Source: an optimization exercise on an open RTL-to-GDS flow (aim: small area, a short achievable clock period and few clock cycles). Production flows keep margins and buffers that such runs may drop.
In this exercise RTL edits were held to simulation tests only and were not proved equivalent to the original.
Power and IR drop assume default switching activity.

--- design/flow/config.mk ---
export PLATFORM = sky130hd
export DESIGN_NAME = tetris_top
export DESIGN_NICKNAME = tetris_top
export VERILOG_FILES = /design/flow/design.v
export SDC_FILE = /design/flow/constraint.sdc
export NUM_CORES = 4
export LEC_CHECK = 0
export CAP_MARGIN = 20
export CORE_MARGIN = 2
export CORE_UTILIZATION = 30
export SLEW_MARGIN = 20
--- design/flow/constraint.sdc ---
create_clock -name core_clock -period 12.0 [get_ports {clk}]
set_input_delay 2.4000 -clock core_clock [delete_from_list [all_inputs] [get_ports {clk}]]
set_output_delay 2.4000 -clock core_clock [all_outputs]
set_load 0.01 [all_outputs]
--- design/flow/design.v ---
`default_nettype none
package tetris_pkg;
    localparam int BOARD_W     = 6;
    localparam int BOARD_H     = 12;
    localparam int BOARD_H_EXT = 16;
    typedef logic [2:0] shape_t;
    typedef logic [2:0] col_t;
    typedef logic [3:0] row_t;
    typedef logic [3:0] score_t;
    typedef logic [4:0] count_t;
    typedef logic [BOARD_W*BOARD_H-1:0]     board_t;
    typedef logic [BOARD_W*BOARD_H_EXT-1:0] ext_board_t;
    typedef row_t [BOARD_W-1:0]             heights_t;
    localparam count_t PIECES_PER_GAME = 5'd16;
    localparam shape_t SHAPE_SQUARE = 3'd0;
    localparam shape_t SHAPE_BAR_V  = 3'd1;
    localparam shape_t SHAPE_BAR_H  = 3'd2;
    localparam shape_t SHAPE_J_UP   = 3'd3;
    localparam shape_t SHAPE_L_FLAT = 3'd4;
    localparam shape_t SHAPE_L_UP   = 3'd5;
    localparam shape_t SHAPE_S_V    = 3'd6;
    localparam shape_t SHAPE_Z_FLAT = 3'd7;
    typedef enum logic [2:0] {
        st_idle   = 3'b000,
        st_place  = 3'b001,
        st_clear  = 3'b100,
        st_report = 3'b011,
        st_fail   = 3'b101,
        st_over   = 3'b111
    } game_state_t;
endpackage
`default_nettype wire
`timescale 1ns/1ns
`default_nettype none
module tetris_top (
    input  logic   clk,
    input  logic   rst_n,
    input  logic   in_valid,
    input  tetris_pkg::shape_t tetrominoes,
    input  tetris_pkg::col_t   position,
    output logic   score_valid,
    output tetris_pkg::score_t score,
    output logic   fail,
    output logic   tetris_valid,
    output tetris_pkg::board_t tetris
);
    localparam int W  = 6;
    localparam int H  = 12;
    localparam int HE = 16;
    logic [W*H-1:0] board_q;
    logic           busy_q;      
    logic           more_q;      
    logic [3:0]     count_q;     
    logic [3:0]     score_q;
    logic [3:0]     bot_q;       
    logic [2:0]     shape_q;
    logic [2:0]     col_q;
    logic [W*H-1:0] sky;
    always_comb begin
        for (int c = 0; c < W; c++) begin
            sky[c*H + H-1] = board_q[(H-1)*W + c];
            for (int y = H-2; y >= 0; y--)
                sky[c*H + y] = sky[c*H + y+1] | board_q[y*W + c];
        end
    end
    function automatic logic [3:0] t2b(input logic [H-1:0] t);
        logic [3:0] v;
        v[3] = t[7];
        v[2] = t[3] & ~t[7] | t[11];
        v[1] = t[1] & ~t[3] | t[5] & ~t[7] | t[9] & ~t[11];
        v[0] = t[0] & ~t[1] | t[2] & ~t[3] | t[4] & ~t[5] | t[6] & ~t[7] |
               t[8] & ~t[9] | t[10] & ~t[11];
        t2b = v;
    endfunction
    logic [4*W-1:0] h0;    
    logic [4*W-1:0] h1;    
    logic [4*W-1:0] h2;    
    always_comb begin
        for (int c = 0; c < W; c++) begin
            h0[4*c +: 4] = t2b(sky[c*H +: H]);
            h1[4*c +: 4] = t2b({1'b0, sky[c*H+1 +: H-1]});
            h2[4*c +: 4] = t2b({2'b0, sky[c*H+2 +: H-2]});
        end
    end
    logic [7:0] pd;      
    logic [7:0] sd;      
    always_comb begin
        pd = '0; pd[position] = 1'b1;
        sd = '0; sd[tetrominoes] = 1'b1;
    end
    logic [4*W-1:0] s0c, s1c, s2c;
    always_comb begin
        for (int c = 0; c < W; c++) begin
            s0c[4*c +: 4] = sd[3] ? h2[4*c +: 4] : sd[6] ? h1[4*c +: 4] : h0[4*c +: 4];
            s1c[4*c +: 4] = sd[4] ? h1[4*c +: 4] : h0[4*c +: 4];
            s2c[4*c +: 4] = (sd[4] | sd[7]) ? h1[4*c +: 4] : h0[4*c +: 4];
        end
    end
    logic [3:0] v0, v1, v2, v3;
    logic       u1, u2, u3;    
    always_comb begin
        v0 = '0; v1 = '0; v2 = '0; v3 = '0;
        for (int c = 0; c < W; c++) begin
            v0 = v0 | (pd[c] ? s0c[4*c +: 4] : 4'd0);
            if (c >= 1) v1 = v1 | (pd[c-1] ? s1c[4*c +: 4] : 4'd0);
            if (c >= 2) v2 = v2 | (pd[c-2] ? s2c[4*c +: 4] : 4'd0);
            if (c >= 3) v3 = v3 | (pd[c-3] ? h0[4*c +: 4] : 4'd0);
        end
        u1 = ~sd[1];
        u2 = sd[2] | sd[4] | sd[7];
        u3 = sd[2];
        v1 = u1 ? v1 : 4'd0;
        v2 = u2 ? v2 : 4'd0;
        v3 = u3 ? v3 : 4'd0;
    end
    logic [3:0] m01, m23, bot;
    assign m01 = (v0 > v1) ? v0 : v1;
    assign m23 = (v2 > v3) ? v2 : v3;
    assign bot = (m01 > m23) ? m01 : m23;
    logic [4*W-1:0] pat;     
    always_comb begin
        logic [4*W-1:0] p;
        case (shape_q)
            3'd0: p = {6'b000000, 6'b000000, 6'b000011, 6'b000011};
            3'd1: p = {6'b000001, 6'b000001, 6'b000001, 6'b000001};
            3'd2: p = {6'b000000, 6'b000000, 6'b000000, 6'b001111};
            3'd3: p = {6'b000000, 6'b000011, 6'b000010, 6'b000010};
            3'd4: p = {6'b000000, 6'b000000, 6'b000111, 6'b000001};
            3'd5: p = {6'b000000, 6'b000001, 6'b000001, 6'b000011};
            3'd6: p = {6'b000000, 6'b000001, 6'b000011, 6'b000010};
            default: p = {6'b000000, 6'b000000, 6'b000110, 6'b000011};
        endcase
        for (int i = 0; i < 4; i++)
            pat[6*i +: 6] = p[6*i +: 6] << col_q;
    end
    logic [12:0] bd;         
    logic [12:0] bdv;        
    always_comb begin
        for (int r = 0; r < 13; r++) begin
            bd[r]  = busy_q & (bot_q == 4'(r));
            bdv[r] = bd[r] & ~more_q;
        end
    end
    logic [W*HE-1:0] mrg;    
    always_comb begin
        for (int r = 0; r < HE; r++) begin
            mrg[r*W +: W] = (r < H) ? board_q[(r < H ? r : 0)*W +: W] : '0;
            for (int i = 0; i < 4; i++)
                if (r - i >= 0 && r - i <= 12)
                    mrg[r*W +: W] = mrg[r*W +: W] |
                        (((r < H) ? bdv[r-i] : bd[r-i]) ? pat[6*i +: 6] : 6'd0);
        end
    end
    logic [H-1:0] full;
    logic [H-1:0] up;
    logic         any_full, multi;
    always_comb begin
        for (int r = 0; r < H; r++)
            full[r] = &mrg[r*W +: W];
        up[0] = full[0];
        for (int r = 1; r < H; r++)
            up[r] = up[r-1] | full[r];
        any_full = up[H-1];
        multi = 1'b0;
        for (int r = 1; r < H; r++)
            multi = multi | (full[r] & up[r-1]);
    end
    logic [W*H-1:0] nb;
    always_comb begin
        for (int j = 0; j < H; j++)
            nb[j*W +: W] = up[j] ? mrg[(j+1)*W +: W] : mrg[j*W +: W];
    end
    logic ext0, ext1, over, rep, last, gend;
    always_comb begin
        ext0 = |mrg[W*HE-1 : W*H];
        ext1 = |mrg[W*HE-1 : W*(H+1)];
        rep  = busy_q & ~multi;
        over = rep & (any_full ? ext1 : ext0);
        last = rep & (count_q == 4'd15);
        gend = over | last;
    end
    always_ff @(posedge clk or negedge rst_n) begin
        if (!rst_n) begin
            board_q <= '0;
            busy_q  <= 1'b0;
            more_q  <= 1'b0;
            count_q <= '0;
            score_q <= '0;
        end else begin
            busy_q  <= busy_q ? multi : in_valid;
            more_q  <= busy_q & multi;
            board_q <= gend ? '0 : nb;
            if (rep) begin
                count_q <= gend ? 4'd0 : count_q + 4'd1;
                score_q <= gend ? 4'd0 : score_q + 4'(any_full);
            end else if (busy_q) begin
                score_q <= score_q + 4'd1;
            end
        end
    end
    always_ff @(posedge clk) begin
        if (busy_q) begin
            bot_q   <= (bot_q == 4'd0) ? 4'd0 : bot_q - 4'd1;
        end else begin
            bot_q   <= bot;
            shape_q <= tetrominoes;
            col_q   <= position;
        end
    end
    assign score_valid  = rep;
    assign score        = rep ? score_q + 4'(any_full) : 4'd0;
    assign fail         = over;
    assign tetris_valid = gend;
    assign tetris       = gend ? nb : '0;
endmodule
`default_nettype wire
--- design/flow/run.sh ---
#!/bin/bash
# synth_recipe.tcl (not shown) runs the flow's synth.tcl, then flattens the netlist and writes it again
# the make line also repeats each setting of config.mk as NAME=value (left out here)
make -C /OpenROAD-flow-scripts/flow DESIGN_CONFIG=/design/flow/config.mk WORK_HOME=/design/flow/orfs CLKGATE_MAP_FILE= SYNTH_SCRIPT=/design/flow/synth_recipe.tcl finish
==> run notes <==
==> kinds of logic (layout without fill, tap and decap cells) <==
group | after synthesis | count (layout) | share of synthesized area
and+or+nand+nor | 596 | 596 | 0.2800
buffers and inverters | 155 | 171 | 0.06566
adders and majority gates | 24 | 24 | 0.02862
AOI/OAI and AO/OA | 500 | 500 | 0.3525
xor gates and xnor gates | 11 | 11 | 0.009260
muxes | 42 | 42 | 0.04173
DFF | 92 | 92 | 0.2222
==> flip-flops by register name, indices dropped and copies added, names as in the netlist <==
name and cells:
bot_q 4, score_q 4, col_q 3, count_q 4, shape_q 3, busy_q 1
more_q 1, board_q 72
==> cells in the final DEF (no fill, tap or decap), types with 24 or more instances in the layout <==
| master | n |
|---|---|
| sky130_fd_sc_hd__a21oi_1 | 110 |
| sky130_fd_sc_hd__a221oi_1 | 53 |
| sky130_fd_sc_hd__nor3_1 | 37 |
| sky130_fd_sc_hd__nand3_1 | 24 |
| sky130_fd_sc_hd__mux2i_1 | 31 |
| sky130_fd_sc_hd__clkdlybuf4s50_1 | 86 |
| sky130_fd_sc_hd__o21ai_0 | 70 |
| sky130_fd_sc_hd__nand2_1 | 112 |
| sky130_fd_sc_hd__inv_1 | 42 |
| sky130_fd_sc_hd__nor2_1 | 235 |
| sky130_fd_sc_hd__dfrtp_1 | 82 |
| sky130_fd_sc_hd__a221o_1 | 49 |
| sky130_fd_sc_hd__and2_1 | 26 |
==> power groups by stage <==
| stage | clock network, W | logic, W | registers (W) |
|---|---|---|---|
| 6_report | 0.000292 | 0.00202 | 0.000856 |
| 5_1_grt | 0.000306 | 0.00218 | 0.000863 |
| 4_1_cts | 0.000295 | 0.00195 | 0.000833 |
| 3_5_place_dp | 0 | 0.00194 | 0.000838 |
| 3_3_place_gp | 0 | 0.00194 | 0.000836 |
| 2_1_floorplan | 0 | 0.00145 | 0.000573 |
==> final cells by class <==
class                   instances  area (µm²)
clock buffers                  10       239.0
clock inverters                 6       52.55
fillers                      3674       22550
inverters                      44       165.2
multi-input cells            1173        7433
flip-flops and latches         92        2312
well taps                     455       569.3
repair buffers                111        1056
==> critical path: stages, from the launching register on <==
cell,delay (ps)
sky130_fd_sc_hd__edfxtp_1,930
sky130_fd_sc_hd__nor3b_1,280
sky130_fd_sc_hd__o21a_1,280
sky130_fd_sc_hd__nor3_1,610
sky130_fd_sc_hd__o21ai_0,240
sky130_fd_sc_hd__a221oi_1,630
sky130_fd_sc_hd__nor4_1,240
sky130_fd_sc_hd__or4_1,830
sky130_fd_sc_hd__o41ai_4,590
sky130_fd_sc_hd__nand2_2,180
sky130_fd_sc_hd__nor2_4,310
sky130_fd_sc_hd__nand2_2,90
sky130_fd_sc_hd__inv_2,320
sky130_fd_sc_hd__buf_4,560
sky130_fd_sc_hd__and2_1,220
sky130_fd_sc_hd__clkdlybuf4s50_1,530
==> worst max path at each step <==
stage,start,endpoint,slack (ps),cells after the start
4_1_cts,col_q[1]$_DFFE_PN_,tetris[56],2400,16
5_1_grt,col_q[0]$_DFFE_PN_,tetris[56],1970,15
3_3_place_gp,shape_q[1]$_DFFE_PN_,tetris[62],2920,16
3_5_place_dp,shape_q[1]$_DFFE_PN_,tetris[56],2860,15
6_report,col_q[0]$_DFFE_PN_,tetris[56],2320,15
2_1_floorplan,tetrominoes[0],bot_q[2]$_DFF_P_,5060,29
==> per-layer routing <==
layer	track usage	share of wire	up-vias
li1	-	-	5415
met5	0	0	-
met1	0.3670	0.41	5924
met3	0.06459	0.10	181
met4	0.1619	0.065	0
met2	0.4099	0.42	860
==> per-stage QoR <==
| step | cells | worst slack, ps | hold WS (ps) | power, W |
|---|---|---|---|---|
| 2_1_floorplan | 1420 | 5059 | 442.3 | 0.002021 |
| 3_3_place_gp | 1873 | 2919 | 472.4 | 0.002775 |
| 3_5_place_dp | 1873 | 2860 | 478.2 | 0.002774 |
| 4_1_cts | 1889 | 2401 | 492.9 | 0.003078 |
| 5_1_grt | 1891 | 1966 | 510.8 | 0.003347 |
| 6_report | 1891 | 2323 | 483.9 | 0.003171 |
==> reports/summary.md <==
The flow ran to the end and the layout has no timing, DRC or antenna violations. The longest clock path from root to sink contains 2 buffers. Headroom to the max-slew limit: 0.2502. The largest net degree at the start of global routing was 68. The share of the clock period used by the worst path works out to 0.8064. Along the worst path, the maximum fanout reaches 54. The logs give 0 for the global route total overflow and 0.638 for the logic gate share of total power.

In this run the power spent charging and discharging nets is 0.001838 W. Counting I/O delays and the setup requirement, the final critical path takes 9677 ps. The run gives 12380 as the total number of vias. Share of the core filled with cells: 0.3441. Using the TritonRoute via totals, the vias-per-cell ratio works out to 6.547.

VDD sags by at most 0.0001493 V. The standby leakage power is 4.517 nW. TritonCTS built the clock tree.

After clock tree synthesis, the flow added hold-fix buffers numbering 0. In the synthesized netlist, the number of instances is 1420. The DRC violation total after the first TritonRoute iteration came out at 1898.

The tools report the clock network fraction of total power as 0.092. The logs give 0.2222 for the share of the yosys chip area belonging to registers and 10.64 ps for the clock skew after layout. The most common cell in the synthesized netlist is sky130_fd_sc_hd__nor2_1. The switching share of power is 0.5797. In the synthesized netlist the dominant register cell turns out to be sky130_fd_sc_hd__dfrtp_1.

Compared with the post-synthesis result, the final layout area differs by 13.69%. The count of cells along the worst hold path works out to 1. After synthesis, the cell types taking the most area are sky130_fd_sc_hd__dfrtp_1 (20%), sky130_fd_sc_hd__nor2_1 (8.7%), sky130_fd_sc_hd__a21oi_1 (5.4%).

The net count of the finished layout is 1463. Timing would allow up to 0.1033 GHz. In this run, synthesis inferred 6 flip-flops with an integrated enable. For the worst setup path, the data arrival time is 7280 ps.

The yosys synthesis warning count came out at 1. The detailed placer's ending HPWL came out at 39.53 mm. Clock tree synthesis found a total of 92 sinks. The tools report the net count of the mapped netlist as 1452. 0 antenna diodes ended up in the layout.

The end of the worst register-to-register path was board_q[14]$_DFF_PN0_. Counting instances in the post-synthesis netlist gives the leading cell types as sky130_fd_sc_hd__nor2_1 (240), sky130_fd_sc_hd__a21oi_1 (112), sky130_fd_sc_hd__nand2_1 (112), sky130_fd_sc_hd__dfrtp_1 (82), sky130_fd_sc_hd__o21ai_0 (70). The power density over the cells was 268.1 mW/mm²; the first-pass iteration count of the detailed router was 6. Setup violations remaining at the end of the flow were counted as 0. The placement-stage cell area is 0.01150 mm², and the port buffer count is 87. The run gives 0 as the buffers inserted during post-CTS setup optimization.

The synthesized design contains 92 register bits. STA classifies the critical path startpoint as a flip-flop. The type of the tightest min-delay check is reg -> reg. At the pin with the least slew margin, the transition time is 1124 ps. The run gives 0.03437 mm² as the floorplan core area. Startpoint of the most critical hold path: count_q[3]$_DFFE_PN0P_.

The die covers 0.03619 mm². The number of gates resized after CTS was 0. CTS placed an instance of sky130_fd_sc_hd__clkbuf_16 at the clock tree root. The logs give 11510 for the number of global-route vias before repair and 5470 ps for the register-to-register setup slack. The first global-routing pass estimated 74.85 mm of wire. For the worst setup path, the data required time is 9600 ps. The number of different library cells used by synthesis comes to 93. The ratio of cells with drive above 1 in the final layout is 0.06616.

The number of rows in the core area is 68. The die is 190.2 µm wide. The initial antenna violation count was 0; the antenna violation net count after detailed routing was 0. Total count of max-transition violations in the final report: 0.

The overall track demand over capacity in global routing is 0.2769. The clock-pin slew of the registers on the worst-case setup and hold paths is 70 ps. The startpoint identified for the worst register-to-register timing path is col_q[0]$_DFFE_PN_.

The synthesized design spends more area on one cell type than any other, namely sky130_fd_sc_hd__dfrtp_1. For hold timing, the worst endpoint is count_q[3]$_DFFE_PN0P_. Setup repair after global routing left no endpoint under its margin. The finished cells cover 0.01183 mm². Starting density of the core: 0.3027.

The portion of synthesized cell area occupied by the leading cell type is 0.1972, and the count of cells along the worst register-to-register path is 14. The kind of end point of the critical path was an output port. The synthesized netlist occupies a cell area of 0.01040 mm².

The clock insertion delay at the later pin of the skew report is 370 ps. The post-synthesis async set-or-reset flop share is 0.8913, and the number of max-capacitance violations reported is 0. The total routed wirelength is 51.12 mm. For this design the top-level I/O count stands at 88. The number of failing hold endpoints at the final stage was 0; the routed wirelength normalized by instance count was 27.03 µm. The tools report the design internal power as 0.001333 W. The sum of negative setup slack was 0 ps. In this run the number of H-tree levels came out at 3. The worst setup path category was reg -> out.

For the relative contribution of sequential cells to total power, the log shows 0.270. Routability-driven placement finished with a final weighted congestion of 1.007. In this run, CTS created clock tree buffers numbering 9. Each instance of the synthesized netlist takes up on average 7.327 µm². After detailed routing, the number of remaining DRC violations is 0.

The die height came out at 190.2 µm.
Testbench counts, summed over its fixed seeds: cycles 6,465.

re-timing with driven ports:
The results above use ideal ports. As a check the final layout listed here was re-extracted and re-timed, cells and wires unchanged.
Step 1 sets driving cells, clkbuf_16 on the clock port and buf_2 on the other inputs (assumed; they add their load-dependent delay and slew).
Step 2, shift: input delay + t, output delay - t, t = (earliest + latest rising clock arrival at the registers) / 2. This alone moves slack from input paths to output paths.
a / b / c = ideal / step 1 / step 2; a / b = the first two.
t (ns): 0.413
setup WS [ns]: 2.323 / 2.272 / 2.685
hold WS [ns]: 0.484 / 0.484 / 0.484
worst setup path at the end: register to output
worst data-port slew with drivers (ns): 0.05
After both steps this run still meets setup and hold. The setup slack of this run moves by -0.051 ns with the drivers and by +0.362 ns with both steps.
